This design comes from an exercise in tuning for small area, a short achievable clock period and few clock cycles on the open sky130 flow, not from production work.
Function was checked by simulation only, so behaviour that the tests miss may differ from the original.

### flow/design.v
package hll_pkg;
  localparam logic [2:0] OP_ADD      = 3'd0;
  localparam logic [2:0] OP_MERGE    = 3'd1;
  localparam logic [2:0] OP_LOAD     = 3'd2;
  localparam logic [2:0] OP_READ     = 3'd3;
  localparam logic [2:0] OP_ESTIMATE = 3'd4;
  localparam logic [40:0] S_LIN   = 41'h49b4acbe10;
  localparam logic [40:0] S_LARGE = 41'h00002b2fdd;
  localparam logic [40:0] S_TOP   = 41'h0000017087;
  localparam logic [41:0] REM47   = 42'h00000017087;
  localparam logic [41:0] REM43   = 42'h00000170876;
  localparam logic [41:0] REM26   = 42'h02e10ec0000;
  localparam logic [29:0] LN2_Q30 = 30'd744261118;
endpackage
module hll_ram (
  input  logic       clk,
  input  logic       clr,
  input  logic       wr_en,
  input  logic [8:0] wr_addr,
  input  logic [4:0] wr_data,
  input  logic [8:0] rd_addr,
  output logic [4:0] rd_data
);
  logic [511:0] plane0_r, plane1_r, plane2_r, plane3_r, plane4_r;
  logic [31:0]  sel_hi;
  logic [15:0]  sel_lo;
  logic [4:0]   wd;
  always_comb begin
    for (int k = 0; k < 32; k++) begin
      sel_hi[k] = clr || (wr_en && (wr_addr[8:4] == 5'(k)));
    end
    for (int j = 0; j < 16; j++) begin
      sel_lo[j] = clr || (wr_addr[3:0] == 4'(j));
    end
  end
  assign wd = clr ? 5'd0 : wr_data;
  for (genvar i = 0; i < 512; i++) begin : g_ent
    always_ff @(posedge clk) begin
      if (sel_hi[i / 16] && sel_lo[i % 16]) begin
        plane0_r[i] <= wd[0];
        plane1_r[i] <= wd[1];
        plane2_r[i] <= wd[2];
        plane3_r[i] <= wd[3];
        plane4_r[i] <= wd[4];
      end
    end
  end
  assign rd_data = {plane4_r[rd_addr], plane3_r[rd_addr], plane2_r[rd_addr],
                    plane1_r[rd_addr], plane0_r[rd_addr]};
endmodule
module hll_div (
  input  logic        clk,
  input  logic        rst_n,
  input  logic        start,
  input  logic [1:0]  mode,
  input  logic [40:0] divisor,
  output logic        done,
  output logic [47:0] quotient
);
  logic [40:0] rem_r;
  logic [47:0] q_r;
  logic [5:0]  cnt_r;
  logic        busy_r;
  logic        large_r;
  logic        done_r;
  logic        nd_bit;
  logic [41:0] rem_sh;
  logic [41:0] rem_sub;
  logic        q_bit;
  assign nd_bit  = large_r && ((cnt_r == 6'd47) || (cnt_r == 6'd46));
  assign rem_sh  = {rem_r, nd_bit};
  assign rem_sub = rem_sh - {1'b0, divisor};
  assign q_bit   = !rem_sub[41];
  always_ff @(posedge clk) begin
    if (!rst_n) begin
      busy_r <= 1'b0;
      done_r <= 1'b0;
    end else begin
      done_r <= busy_r && (cnt_r == 6'd1);
      if (start) begin
        busy_r  <= 1'b1;
        large_r <= (mode == 2'd2);
        q_r     <= '0;
        case (mode)
          2'd0:    begin rem_r <= hll_pkg::REM26[40:0]; cnt_r <= 6'd11; end
          2'd1:    begin rem_r <= hll_pkg::REM43[40:0]; cnt_r <= 6'd28; end
          default: begin rem_r <= hll_pkg::REM47[40:0]; cnt_r <= 6'd48; end
        endcase
      end else if (busy_r) begin
        rem_r <= q_bit ? rem_sub[40:0] : rem_sh[40:0];
        q_r   <= {q_r[46:0], q_bit};
        cnt_r <= cnt_r - 6'd1;
        if (cnt_r == 6'd1) begin
          busy_r <= 1'b0;
        end
      end
    end
  end
  assign done     = done_r;
  assign quotient = q_r;
endmodule
module hll_log2 (
  input  logic        clk,
  input  logic        rst_n,
  input  logic        start,
  input  logic [47:0] value,
  output logic        done,
  output logic [31:0] card,
  output logic        sat
);
  typedef enum logic [2:0] {S_IDLE, S_NORM, S_SQUARE, S_NEXT, S_PREP, S_MUL,
                              S_FIN}
    lstate_t;
  lstate_t     state_r;
  logic [47:0] v_r;        
  logic [5:0]  n_r;
  logic [31:0] frac_r;
  logic [63:0] acc_r;
  logic [4:0]  bit_r;      
  logic [4:0]  sq_r;       
  logic        done_r;
  logic [31:0] mcand;
  logic        mbit;
  logic [32:0] sum;
  logic [32:0] q;
  logic [37:0] d;
  logic [31:0] ln2_ext;
  assign ln2_ext = {2'b00, hll_pkg::LN2_Q30};
  assign mcand = v_r[47:16];
  assign mbit  = (state_r == S_MUL) ? ln2_ext[bit_r] : v_r[16 + bit_r];
  assign sum   = {1'b0, acc_r[63:32]} + (mbit ? {1'b0, mcand} : 33'd0);
  assign q     = acc_r[63:31];
  assign d     = {6'd48, 32'd0} - {n_r, frac_r};
  always_ff @(posedge clk) begin
    if (!rst_n) begin
      state_r <= S_IDLE;
      done_r  <= 1'b0;
    end else begin
      done_r <= 1'b0;
      case (state_r)
        S_IDLE: begin
          if (start) begin
            v_r     <= value;
            n_r     <= 6'd47;
            state_r <= S_NORM;
          end
        end
        S_NORM: begin
          acc_r <= '0;
          bit_r <= '0;
          sq_r  <= 5'd31;
          if (v_r[47]) begin
            state_r <= S_SQUARE;
          end else begin
            v_r <= v_r << 1;
            n_r <= n_r - 6'd1;
          end
        end
        S_SQUARE, S_MUL: begin
          acc_r <= {sum, acc_r[31:1]};
          bit_r <= bit_r + 5'd1;
          if (bit_r == 5'd31) begin
            state_r <= (state_r == S_MUL) ? S_FIN : S_NEXT;
          end
        end
        S_NEXT: begin
          frac_r       <= {frac_r[30:0], q[32]};
          v_r[47:16]   <= q[32] ? q[32:1] : q[31:0];
          acc_r        <= '0;
          sq_r         <= sq_r - 5'd1;
          if (sq_r == 5'd0) begin
            state_r <= S_PREP;
          end else begin
            state_r <= S_SQUARE;
          end
        end
        S_PREP: begin
          v_r[47:16] <= {2'b00, d[37:8]};
          state_r    <= S_MUL;
        end
        S_FIN: begin
          done_r  <= 1'b1;
          state_r <= S_IDLE;
        end
        default: begin
          state_r <= S_IDLE;
        end
      endcase
    end
  end
  assign done = done_r;
  assign card = (acc_r[59:54] != 6'd0) ? 32'hFFFF_FFFF : acc_r[53:22];
  assign sat  = (acc_r[59:54] != 6'd0);
endmodule
module hll_lin_rom (
  input  logic [9:0]  zeros,
  output logic [11:0] card
);
  always_comb begin
    case (zeros)
      10'd1: card = 12'd3194;
      10'd2: card = 12'd2839;
      10'd3: card = 12'd2631;
      10'd4: card = 12'd2484;
      10'd5: card = 12'd2369;
      10'd6: card = 12'd2276;
      10'd7: card = 12'd2197;
      10'd8: card = 12'd2129;
      10'd9: card = 12'd2069;
      10'd10: card = 12'd2015;
      10'd11: card = 12'd1966;
      10'd12: card = 12'd1921;
      10'd13: card = 12'd1880;
      10'd14: card = 12'd1842;
      10'd15: card = 12'd1807;
      10'd16: card = 12'd1774;
      10'd17: card = 12'd1743;
      10'd18: card = 12'd1714;
      10'd19: card = 12'd1686;
      10'd20: card = 12'd1660;
      10'd21: card = 12'd1635;
      10'd22: card = 12'd1611;
      10'd23: card = 12'd1588;
      10'd24: card = 12'd1566;
      10'd25: card = 12'd1545;
      10'd26: card = 12'd1525;
      10'd27: card = 12'd1506;
      10'd28: card = 12'd1487;
      10'd29: card = 12'd1469;
      10'd30: card = 12'd1452;
      10'd31: card = 12'd1435;
      10'd32: card = 12'd1419;
      10'd33: card = 12'd1403;
      10'd34: card = 12'd1388;
      10'd35: card = 12'd1373;
      10'd36: card = 12'd1359;
      10'd37: card = 12'd1345;
      10'd38: card = 12'd1331;
      10'd39: card = 12'd1318;
      10'd40: card = 12'd1305;
      10'd41: card = 12'd1292;
      10'd42: card = 12'd1280;
      10'd43: card = 12'd1268;
      10'd44: card = 12'd1256;
      10'd45: card = 12'd1245;
      10'd46: card = 12'd1233;
      10'd47: card = 12'd1222;
      10'd48: card = 12'd1211;
      10'd49: card = 12'd1201;
      10'd50: card = 12'd1191;
      10'd51: card = 12'd1180;
      10'd52: card = 12'd1170;
      10'd53: card = 12'd1161;
      10'd54: card = 12'd1151;
      10'd55: card = 12'd1142;
      10'd56: card = 12'd1133;
      10'd57: card = 12'd1123;
      10'd58: card = 12'd1115;
      10'd59: card = 12'd1106;
      10'd60: card = 12'd1097;
      10'd61: card = 12'd1089;
      10'd62: card = 12'd1080;
      10'd63: card = 12'd1072;
      10'd64: card = 12'd1064;
      10'd65: card = 12'd1056;
      10'd66: card = 12'd1048;
      10'd67: card = 12'd1041;
      10'd68: card = 12'd1033;
      10'd69: card = 12'd1026;
      10'd70: card = 12'd1018;
      10'd71: card = 12'd1011;
      10'd72: card = 12'd1004;
      10'd73: card = 12'd997;
      10'd74: card = 12'd990;
      10'd75: card = 12'd983;
      10'd76: card = 12'd976;
      10'd77: card = 12'd969;
      10'd78: card = 12'd963;
      10'd79: card = 12'd956;
      10'd80: card = 12'd950;
      10'd81: card = 12'd944;
      10'd82: card = 12'd937;
      10'd83: card = 12'd931;
      10'd84: card = 12'd925;
      10'd85: card = 12'd919;
      10'd86: card = 12'd913;
      10'd87: card = 12'd907;
      10'd88: card = 12'd901;
      10'd89: card = 12'd895;
      10'd90: card = 12'd890;
      10'd91: card = 12'd884;
      10'd92: card = 12'd878;
      10'd93: card = 12'd873;
      10'd94: card = 12'd867;
      10'd95: card = 12'd862;
      10'd96: card = 12'd857;
      10'd97: card = 12'd851;
      10'd98: card = 12'd846;
      10'd99: card = 12'd841;
      10'd100: card = 12'd836;
      10'd101: card = 12'd831;
      10'd102: card = 12'd826;
      10'd103: card = 12'd821;
      10'd104: card = 12'd816;
      10'd105: card = 12'd811;
      10'd106: card = 12'd806;
      10'd107: card = 12'd801;
      10'd108: card = 12'd796;
      10'd109: card = 12'd792;
      10'd110: card = 12'd787;
      10'd111: card = 12'd782;
      10'd112: card = 12'd778;
      10'd113: card = 12'd773;
      10'd114: card = 12'd769;
      10'd115: card = 12'd764;
      10'd116: card = 12'd760;
      10'd117: card = 12'd755;
      10'd118: card = 12'd751;
      10'd119: card = 12'd747;
      10'd120: card = 12'd742;
      10'd121: card = 12'd738;
      10'd122: card = 12'd734;
      10'd123: card = 12'd730;
      10'd124: card = 12'd726;
      10'd125: card = 12'd721;
      10'd126: card = 12'd717;
      10'd127: card = 12'd713;
      10'd128: card = 12'd709;
      10'd129: card = 12'd705;
      10'd130: card = 12'd701;
      10'd131: card = 12'd697;
      10'd132: card = 12'd694;
      10'd133: card = 12'd690;
      10'd134: card = 12'd686;
      10'd135: card = 12'd682;
      10'd136: card = 12'd678;
      10'd137: card = 12'd674;
      10'd138: card = 12'd671;
      10'd139: card = 12'd667;
      10'd140: card = 12'd663;
      10'd141: card = 12'd660;
      10'd142: card = 12'd656;
      10'd143: card = 12'd653;
      10'd144: card = 12'd649;
      10'd145: card = 12'd645;
      10'd146: card = 12'd642;
      10'd147: card = 12'd638;
      10'd148: card = 12'd635;
      10'd149: card = 12'd632;
      10'd150: card = 12'd628;
      10'd151: card = 12'd625;
      10'd152: card = 12'd621;
      10'd153: card = 12'd618;
      10'd154: card = 12'd615;
      10'd155: card = 12'd611;
      10'd156: card = 12'd608;
      10'd157: card = 12'd605;
      10'd158: card = 12'd601;
      10'd159: card = 12'd598;
      10'd160: card = 12'd595;
      10'd161: card = 12'd592;
      10'd162: card = 12'd589;
      10'd163: card = 12'd586;
      10'd164: card = 12'd582;
      10'd165: card = 12'd579;
      10'd166: card = 12'd576;
      10'd167: card = 12'd573;
      10'd168: card = 12'd570;
      10'd169: card = 12'd567;
      10'd170: card = 12'd564;
      10'd171: card = 12'd561;
      10'd172: card = 12'd558;
      10'd173: card = 12'd555;
      10'd174: card = 12'd552;
      10'd175: card = 12'd549;
      10'd176: card = 12'd546;
      10'd177: card = 12'd543;
      10'd178: card = 12'd540;
      10'd179: card = 12'd538;
      10'd180: card = 12'd535;
      10'd181: card = 12'd532;
      10'd182: card = 12'd529;
      10'd183: card = 12'd526;
      10'd184: card = 12'd523;
      10'd185: card = 12'd521;
      10'd186: card = 12'd518;
      10'd187: card = 12'd515;
      10'd188: card = 12'd512;
      10'd189: card = 12'd510;
      10'd190: card = 12'd507;
      10'd191: card = 12'd504;
      10'd192: card = 12'd502;
      10'd193: card = 12'd499;
      10'd194: card = 12'd496;
      10'd195: card = 12'd494;
      10'd196: card = 12'd491;
      10'd197: card = 12'd489;
      10'd198: card = 12'd486;
      10'd199: card = 12'd483;
      10'd200: card = 12'd481;
      10'd201: card = 12'd478;
      10'd202: card = 12'd476;
      10'd203: card = 12'd473;
      10'd204: card = 12'd471;
      10'd205: card = 12'd468;
      10'd206: card = 12'd466;
      10'd207: card = 12'd463;
      10'd208: card = 12'd461;
      10'd209: card = 12'd458;
      10'd210: card = 12'd456;
      10'd211: card = 12'd453;
      10'd212: card = 12'd451;
      10'd213: card = 12'd449;
      10'd214: card = 12'd446;
      10'd215: card = 12'd444;
      10'd216: card = 12'd441;
      10'd217: card = 12'd439;
      10'd218: card = 12'd437;
      10'd219: card = 12'd434;
      10'd220: card = 12'd432;
      10'd221: card = 12'd430;
      10'd222: card = 12'd427;
      10'd223: card = 12'd425;
      10'd224: card = 12'd423;
      10'd225: card = 12'd420;
      10'd226: card = 12'd418;
      10'd227: card = 12'd416;
      10'd228: card = 12'd414;
      10'd229: card = 12'd411;
      10'd230: card = 12'd409;
      10'd231: card = 12'd407;
      10'd232: card = 12'd405;
      10'd233: card = 12'd403;
      10'd234: card = 12'd400;
      10'd235: card = 12'd398;
      10'd236: card = 12'd396;
      10'd237: card = 12'd394;
      10'd238: card = 12'd392;
      10'd239: card = 12'd390;
      10'd240: card = 12'd387;
      10'd241: card = 12'd385;
      10'd242: card = 12'd383;
      10'd243: card = 12'd381;
      10'd244: card = 12'd379;
      10'd245: card = 12'd377;
      10'd246: card = 12'd375;
      10'd247: card = 12'd373;
      10'd248: card = 12'd371;
      10'd249: card = 12'd369;
      10'd250: card = 12'd367;
      10'd251: card = 12'd364;
      10'd252: card = 12'd362;
      10'd253: card = 12'd360;
      10'd254: card = 12'd358;
      10'd255: card = 12'd356;
      10'd256: card = 12'd354;
      10'd257: card = 12'd352;
      10'd258: card = 12'd350;
      10'd259: card = 12'd348;
      10'd260: card = 12'd346;
      10'd261: card = 12'd344;
      10'd262: card = 12'd343;
      10'd263: card = 12'd341;
      10'd264: card = 12'd339;
      10'd265: card = 12'd337;
      10'd266: card = 12'd335;
      10'd267: card = 12'd333;
      10'd268: card = 12'd331;
      10'd269: card = 12'd329;
      10'd270: card = 12'd327;
      10'd271: card = 12'd325;
      10'd272: card = 12'd323;
      10'd273: card = 12'd321;
      10'd274: card = 12'd320;
      10'd275: card = 12'd318;
      10'd276: card = 12'd316;
      10'd277: card = 12'd314;
      10'd278: card = 12'd312;
      10'd279: card = 12'd310;
      10'd280: card = 12'd309;
      10'd281: card = 12'd307;
      10'd282: card = 12'd305;
      10'd283: card = 12'd303;
      10'd284: card = 12'd301;
      10'd285: card = 12'd299;
      10'd286: card = 12'd298;
      10'd287: card = 12'd296;
      10'd288: card = 12'd294;
      10'd289: card = 12'd292;
      10'd290: card = 12'd291;
      10'd291: card = 12'd289;
      10'd292: card = 12'd287;
      10'd293: card = 12'd285;
      10'd294: card = 12'd284;
      10'd295: card = 12'd282;
      10'd296: card = 12'd280;
      10'd297: card = 12'd278;
      10'd298: card = 12'd277;
      10'd299: card = 12'd275;
      10'd300: card = 12'd273;
      10'd301: card = 12'd271;
      10'd302: card = 12'd270;
      10'd303: card = 12'd268;
      10'd304: card = 12'd266;
      10'd305: card = 12'd265;
      10'd306: card = 12'd263;
      10'd307: card = 12'd261;
      10'd308: card = 12'd260;
      10'd309: card = 12'd258;
      10'd310: card = 12'd256;
      10'd311: card = 12'd255;
      10'd312: card = 12'd253;
      10'd313: card = 12'd251;
      10'd314: card = 12'd250;
      10'd315: card = 12'd248;
      10'd316: card = 12'd247;
      10'd317: card = 12'd245;
      10'd318: card = 12'd243;
      10'd319: card = 12'd242;
      10'd320: card = 12'd240;
      10'd321: card = 12'd239;
      10'd322: card = 12'd237;
      10'd323: card = 12'd235;
      10'd324: card = 12'd234;
      10'd325: card = 12'd232;
      10'd326: card = 12'd231;
      10'd327: card = 12'd229;
      10'd328: card = 12'd227;
      10'd329: card = 12'd226;
      10'd330: card = 12'd224;
      10'd331: card = 12'd223;
      10'd332: card = 12'd221;
      10'd333: card = 12'd220;
      10'd334: card = 12'd218;
      10'd335: card = 12'd217;
      10'd336: card = 12'd215;
      10'd337: card = 12'd214;
      10'd338: card = 12'd212;
      10'd339: card = 12'd211;
      10'd340: card = 12'd209;
      10'd341: card = 12'd208;
      10'd342: card = 12'd206;
      10'd343: card = 12'd205;
      10'd344: card = 12'd203;
      10'd345: card = 12'd202;
      10'd346: card = 12'd200;
      10'd347: card = 12'd199;
      10'd348: card = 12'd197;
      10'd349: card = 12'd196;
      10'd350: card = 12'd194;
      10'd351: card = 12'd193;
      10'd352: card = 12'd191;
      10'd353: card = 12'd190;
      10'd354: card = 12'd188;
      10'd355: card = 12'd187;
      10'd356: card = 12'd186;
      10'd357: card = 12'd184;
      10'd358: card = 12'd183;
      10'd359: card = 12'd181;
      10'd360: card = 12'd180;
      10'd361: card = 12'd178;
      10'd362: card = 12'd177;
      10'd363: card = 12'd176;
      10'd364: card = 12'd174;
      10'd365: card = 12'd173;
      10'd366: card = 12'd171;
      10'd367: card = 12'd170;
      10'd368: card = 12'd169;
      10'd369: card = 12'd167;
      10'd370: card = 12'd166;
      10'd371: card = 12'd164;
      10'd372: card = 12'd163;
      10'd373: card = 12'd162;
      10'd374: card = 12'd160;
      10'd375: card = 12'd159;
      10'd376: card = 12'd158;
      10'd377: card = 12'd156;
      10'd378: card = 12'd155;
      10'd379: card = 12'd154;
      10'd380: card = 12'd152;
      10'd381: card = 12'd151;
      10'd382: card = 12'd149;
      10'd383: card = 12'd148;
      10'd384: card = 12'd147;
      10'd385: card = 12'd145;
      10'd386: card = 12'd144;
      10'd387: card = 12'd143;
      10'd388: card = 12'd141;
      10'd389: card = 12'd140;
      10'd390: card = 12'd139;
      10'd391: card = 12'd138;
      10'd392: card = 12'd136;
      10'd393: card = 12'd135;
      10'd394: card = 12'd134;
      10'd395: card = 12'd132;
      10'd396: card = 12'd131;
      10'd397: card = 12'd130;
      10'd398: card = 12'd128;
      10'd399: card = 12'd127;
      10'd400: card = 12'd126;
      10'd401: card = 12'd125;
      10'd402: card = 12'd123;
      10'd403: card = 12'd122;
      10'd404: card = 12'd121;
      10'd405: card = 12'd120;
      10'd406: card = 12'd118;
      10'd407: card = 12'd117;
      10'd408: card = 12'd116;
      10'd409: card = 12'd115;
      10'd410: card = 12'd113;
      10'd411: card = 12'd112;
      10'd412: card = 12'd111;
      10'd413: card = 12'd110;
      10'd414: card = 12'd108;
      10'd415: card = 12'd107;
      10'd416: card = 12'd106;
      10'd417: card = 12'd105;
      10'd418: card = 12'd103;
      10'd419: card = 12'd102;
      10'd420: card = 12'd101;
      10'd421: card = 12'd100;
      10'd422: card = 12'd98;
      10'd423: card = 12'd97;
      10'd424: card = 12'd96;
      10'd425: card = 12'd95;
      10'd426: card = 12'd94;
      10'd427: card = 12'd92;
      10'd428: card = 12'd91;
      10'd429: card = 12'd90;
      10'd430: card = 12'd89;
      10'd431: card = 12'd88;
      10'd432: card = 12'd86;
      10'd433: card = 12'd85;
      10'd434: card = 12'd84;
      10'd435: card = 12'd83;
      10'd436: card = 12'd82;
      10'd437: card = 12'd81;
      10'd438: card = 12'd79;
      10'd439: card = 12'd78;
      10'd440: card = 12'd77;
      10'd441: card = 12'd76;
      10'd442: card = 12'd75;
      10'd443: card = 12'd74;
      10'd444: card = 12'd72;
      10'd445: card = 12'd71;
      10'd446: card = 12'd70;
      10'd447: card = 12'd69;
      10'd448: card = 12'd68;
      10'd449: card = 12'd67;
      10'd450: card = 12'd66;
      10'd451: card = 12'd64;
      10'd452: card = 12'd63;
      10'd453: card = 12'd62;
      10'd454: card = 12'd61;
      10'd455: card = 12'd60;
      10'd456: card = 12'd59;
      10'd457: card = 12'd58;
      10'd458: card = 12'd57;
      10'd459: card = 12'd55;
      10'd460: card = 12'd54;
      10'd461: card = 12'd53;
      10'd462: card = 12'd52;
      10'd463: card = 12'd51;
      10'd464: card = 12'd50;
      10'd465: card = 12'd49;
      10'd466: card = 12'd48;
      10'd467: card = 12'd47;
      10'd468: card = 12'd46;
      10'd469: card = 12'd44;
      10'd470: card = 12'd43;
      10'd471: card = 12'd42;
      10'd472: card = 12'd41;
      10'd473: card = 12'd40;
      10'd474: card = 12'd39;
      10'd475: card = 12'd38;
      10'd476: card = 12'd37;
      10'd477: card = 12'd36;
      10'd478: card = 12'd35;
      10'd479: card = 12'd34;
      10'd480: card = 12'd33;
      10'd481: card = 12'd31;
      10'd482: card = 12'd30;
      10'd483: card = 12'd29;
      10'd484: card = 12'd28;
      10'd485: card = 12'd27;
      10'd486: card = 12'd26;
      10'd487: card = 12'd25;
      10'd488: card = 12'd24;
      10'd489: card = 12'd23;
      10'd490: card = 12'd22;
      10'd491: card = 12'd21;
      10'd492: card = 12'd20;
      10'd493: card = 12'd19;
      10'd494: card = 12'd18;
      10'd495: card = 12'd17;
      10'd496: card = 12'd16;
      10'd497: card = 12'd15;
      10'd498: card = 12'd14;
      10'd499: card = 12'd13;
      10'd500: card = 12'd12;
      10'd501: card = 12'd11;
      10'd502: card = 12'd10;
      10'd503: card = 12'd9;
      10'd504: card = 12'd8;
      10'd505: card = 12'd7;
      10'd506: card = 12'd6;
      10'd507: card = 12'd5;
      10'd508: card = 12'd4;
      10'd509: card = 12'd3;
      10'd510: card = 12'd2;
      10'd511: card = 12'd1;
      10'd512: card = 12'd0;
      default: card = 12'd0;
    endcase
  end
endmodule
module hyperloglog_sketch_core (
  input  logic        clk,
  input  logic        rst_n,
  input  logic        in_valid,
  output logic        in_ready,
  input  logic [2:0]  in_opcode,
  input  logic [31:0] in_hash_value,
  input  logic [9:0]  in_reg_index,
  input  logic [4:0]  in_reg_value,
  output logic        out_valid,
  input  logic        out_ready,
  output logic [4:0]  out_read_value,
  output logic [31:0] out_cardinality,
  output logic        out_saturated,
  output logic        out_changed
);
  typedef enum logic [1:0] {E_IDLE, E_CMP, E_DIV, E_LOG} estate_t;
  logic        rst_q;
  logic        in_ready_r;
  logic        v1_r;
  logic [2:0]  op1_r;
  logic [8:0]  idx1_r;
  logic [22:0] w1_r;
  logic [4:0]  val1_r;
  logic        we2_r;
  logic [8:0]  widx2_r;
  logic [4:0]  wval2_r;
  logic [4:0]  old2_r;
  logic [40:0] s_r;
  logic [9:0]  z_r;
  logic [1:0]  cnt_r;
  logic        out_valid_r;
  logic [4:0]  q_rd_r  [3];
  logic        q_chg_r [3];
  logic        q_est_r [3];
  estate_t     est_r;
  logic        eb_r;
  logic [31:0] card_r;
  logic        sat_r;
  logic        large_r;
  logic        accept;
  logic        pop;
  logic [4:0]  rd_raw;
  logic [4:0]  rd;
  logic [4:0]  rank;
  logic [4:0]  nv;
  logic        is_am;
  logic        gt;
  logic        do_wr;
  logic        push_x;
  logic        est_req;
  logic        est_push;
  logic        push;
  logic [4:0]  push_rd;
  logic        push_chg;
  logic [1:0]  wpos;
  logic        est_in_q;
  logic [2:0]  res_n;
  logic        block_n;
  logic [31:0] t_new;
  logic [31:0] t_old;
  logic        div_start;
  logic [1:0]  div_mode;
  logic        div_done;
  logic [47:0] div_q;
  logic        log_start;
  logic        log_done;
  logic [31:0] log_card;
  logic        log_sat;
  logic [11:0] rom_card;
  logic        lin;
  logic        top;
  logic        in_large;
  assign accept = in_valid && in_ready_r;
  assign pop    = out_valid_r && out_ready;
  always_comb begin
    rank = 5'd24;
    for (int b = 0; b < 23; b++) begin
      if (w1_r[b]) begin
        rank = 5'(23 - b);
      end
    end
  end
  assign rd     = (we2_r && (widx2_r == idx1_r)) ? wval2_r : rd_raw;
  assign nv     = (op1_r == hll_pkg::OP_ADD) ? rank : val1_r;
  assign is_am  = (op1_r == hll_pkg::OP_ADD) || (op1_r == hll_pkg::OP_MERGE);
  assign gt     = (nv > rd);
  assign do_wr  = v1_r && ((is_am && gt) || (op1_r == hll_pkg::OP_LOAD));
  assign push_x = v1_r && (op1_r != hll_pkg::OP_ESTIMATE);
  assign est_req = v1_r && (op1_r == hll_pkg::OP_ESTIMATE);
  assign push_rd  = est_push ? 5'd0 : ((op1_r == hll_pkg::OP_READ) ? rd : 5'd0);
  assign push_chg = !est_push && is_am && gt;
  always_ff @(posedge clk) begin
    rst_q <= rst_n;
    op1_r  <= in_opcode;
    idx1_r <= (in_opcode == hll_pkg::OP_ADD) ? in_hash_value[8:0]
                                             : in_reg_index[8:0];
    w1_r   <= in_hash_value[22:0];
    val1_r <= in_reg_value;
    widx2_r <= idx1_r;
    wval2_r <= nv;
    old2_r  <= rd;
    if (!rst_n) begin
      v1_r  <= 1'b0;
      we2_r <= 1'b0;
    end else begin
      v1_r  <= accept;
      we2_r <= do_wr;
    end
  end
  hll_ram u_ram (
    .clk     (clk),
    .clr     (!rst_q),
    .wr_en   (we2_r),
    .wr_addr (widx2_r),
    .wr_data (wval2_r),
    .rd_addr (idx1_r),
    .rd_data (rd_raw)
  );
  assign t_new = 32'h8000_0000 >> wval2_r;
  assign t_old = 32'h8000_0000 >> old2_r;
  always_ff @(posedge clk) begin
    if (!rst_n) begin
      s_r <= 41'h100_0000_0000;
      z_r <= 10'd512;
    end else if (we2_r) begin
      s_r <= s_r + 41'(t_new) - 41'(t_old);
      z_r <= z_r - 10'(old2_r == 5'd0) + 10'(wval2_r == 5'd0);
    end
  end
  assign push = push_x || est_push;
  assign wpos = cnt_r - 2'(pop);
  assign est_in_q = (q_est_r[0] && (cnt_r != 2'd0)) ||
                    (q_est_r[1] && (cnt_r >= 2'd2)) ||
                    (q_est_r[2] && (cnt_r == 2'd3));
  always_ff @(posedge clk) begin
    if (pop) begin
      q_rd_r[0]  <= q_rd_r[1];
      q_chg_r[0] <= q_chg_r[1];
      q_est_r[0] <= q_est_r[1];
      q_rd_r[1]  <= q_rd_r[2];
      q_chg_r[1] <= q_chg_r[2];
      q_est_r[1] <= q_est_r[2];
    end
    if (push) begin
      q_rd_r[wpos]  <= push_rd;
      q_chg_r[wpos] <= push_chg;
      q_est_r[wpos] <= est_push;
    end
    if (!rst_n) begin
      cnt_r       <= 2'd0;
      out_valid_r <= 1'b0;
    end else begin
      cnt_r       <= cnt_r + 2'(push) - 2'(pop);
      out_valid_r <= (cnt_r + 2'(push) - 2'(pop)) != 2'd0;
    end
  end
  assign res_n   = 3'(cnt_r) + 3'(v1_r) + 3'(eb_r) + 3'(accept) - 3'(pop);
  assign block_n = (accept && (in_opcode == hll_pkg::OP_ESTIMATE)) || est_req ||
                   (eb_r && !est_push);
  always_ff @(posedge clk) begin
    if (!rst_n) begin
      in_ready_r <= 1'b1;
    end else begin
      in_ready_r <= !block_n && (res_n <= 3'd2);
    end
  end
  assign lin   = (s_r >= hll_pkg::S_LIN);
  assign top   = (s_r <= hll_pkg::S_TOP);
  assign in_large = (s_r <= hll_pkg::S_LARGE);
  always_comb begin
    est_push  = 1'b0;
    div_start = 1'b0;
    div_mode  = 2'd1;
    log_start = 1'b0;
    case (est_r)
      E_CMP: begin
        if (!est_in_q) begin
          if (lin && (z_r != 10'd0)) begin
            est_push = 1'b1;
          end else if (lin) begin
            div_start = 1'b1;
            div_mode  = 2'd0;
          end else if (top) begin
            est_push = 1'b1;
          end else begin
            div_start = 1'b1;
            div_mode  = in_large ? 2'd2 : 2'd1;
          end
        end
      end
      E_DIV: begin
        est_push  = div_done && !large_r;
        log_start = div_done && large_r;
      end
      E_LOG: begin
        est_push = log_done;
      end
      default: begin
        est_push = 1'b0;
      end
    endcase
  end
  always_ff @(posedge clk) begin
    if (!rst_n) begin
      est_r <= E_IDLE;
      eb_r  <= 1'b0;
    end else begin
      if (est_req) begin
        eb_r <= 1'b1;
      end else if (est_push) begin
        eb_r <= 1'b0;
      end
      case (est_r)
        E_IDLE: begin
          if (est_req) begin
            est_r <= E_CMP;
          end
        end
        E_CMP: begin
          if (est_push) begin
            est_r <= E_IDLE;
          end else if (div_start) begin
            est_r <= E_DIV;
          end
        end
        E_DIV: begin
          if (est_push) begin
            est_r <= E_IDLE;
          end else if (log_start) begin
            est_r <= E_LOG;
          end
        end
        E_LOG: begin
          if (est_push) begin
            est_r <= E_IDLE;
          end
        end
        default: begin
          est_r <= E_IDLE;
        end
      endcase
    end
  end
  always_ff @(posedge clk) begin
    case (est_r)
      E_CMP: begin
        large_r <= in_large;
        if (lin) begin
          card_r <= 32'(rom_card);
          sat_r  <= 1'b0;
        end else begin
          card_r <= 32'hFFFF_FFFF;
          sat_r  <= 1'b1;
        end
      end
      E_DIV: begin
        card_r <= div_q[31:0];
        sat_r  <= 1'b0;
      end
      E_LOG: begin
        card_r <= log_card;
        sat_r  <= log_sat;
      end
      default: begin
        card_r <= card_r;
      end
    endcase
  end
  hll_lin_rom u_rom (
    .zeros (z_r),
    .card  (rom_card)
  );
  hll_div u_div (
    .clk      (clk),
    .rst_n    (rst_n),
    .start    (div_start),
    .mode     (div_mode),
    .divisor  (s_r),
    .done     (div_done),
    .quotient (div_q)
  );
  hll_log2 u_log2 (
    .clk   (clk),
    .rst_n (rst_n),
    .start (log_start),
    .value (48'd0 - div_q),
    .done  (log_done),
    .card  (log_card),
    .sat   (log_sat)
  );
  assign in_ready        = in_ready_r;
  assign out_valid       = out_valid_r;
  assign out_read_value  = q_rd_r[0];
  assign out_changed     = q_chg_r[0];
  assign out_cardinality = q_est_r[0] ? card_r : 32'd0;
  assign out_saturated   = q_est_r[0] && sat_r;
endmodule
### flow/run.sh
#!/bin/bash
# synth_recipe.tcl (not shown) runs the flow's synth.tcl, then flattens the netlist and writes it again
# the make line also repeats each setting of config.mk as NAME=value (left out here)
make -C /OpenROAD-flow-scripts/flow DESIGN_CONFIG=/design/flow/config.mk WORK_HOME=/design/flow/orfs CLKGATE_MAP_FILE= SYNTH_SCRIPT=/design/flow/synth_recipe.tcl finish
### flow/config.mk
export PLATFORM = sky130hd
export DESIGN_NAME = hyperloglog_sketch_core
export DESIGN_NICKNAME = hyperloglog_sketch_core
export VERILOG_FILES = /design/flow/design.v
export SDC_FILE = /design/flow/constraint.sdc
export NUM_CORES = 4
export LEC_CHECK = 0
export CAP_MARGIN = 30
export CORE_MARGIN = 2
export CORE_UTILIZATION = 30
export SLEW_MARGIN = 30
### flow/constraint.sdc
create_clock -name core_clock -period 11.0 [get_ports {clk}]
set_input_delay 2.2000 -clock core_clock [delete_from_list [all_inputs] [get_ports {clk}]]
set_output_delay 2.2000 -clock core_clock [all_outputs]
set_load 0.01 [all_outputs]
==> run summary <==
==> flow_summary.json <==
{
  "status": "aborted with a tool error",
  "haltStage": "synthesis (1_2_yosys)",
  "error": "ERROR: TCL interpreter returned an error: Source files actually used in the design:",
  "yosysWarnings": 5
}
Testbench counts, summed over its fixed seeds: cycles 15,111.
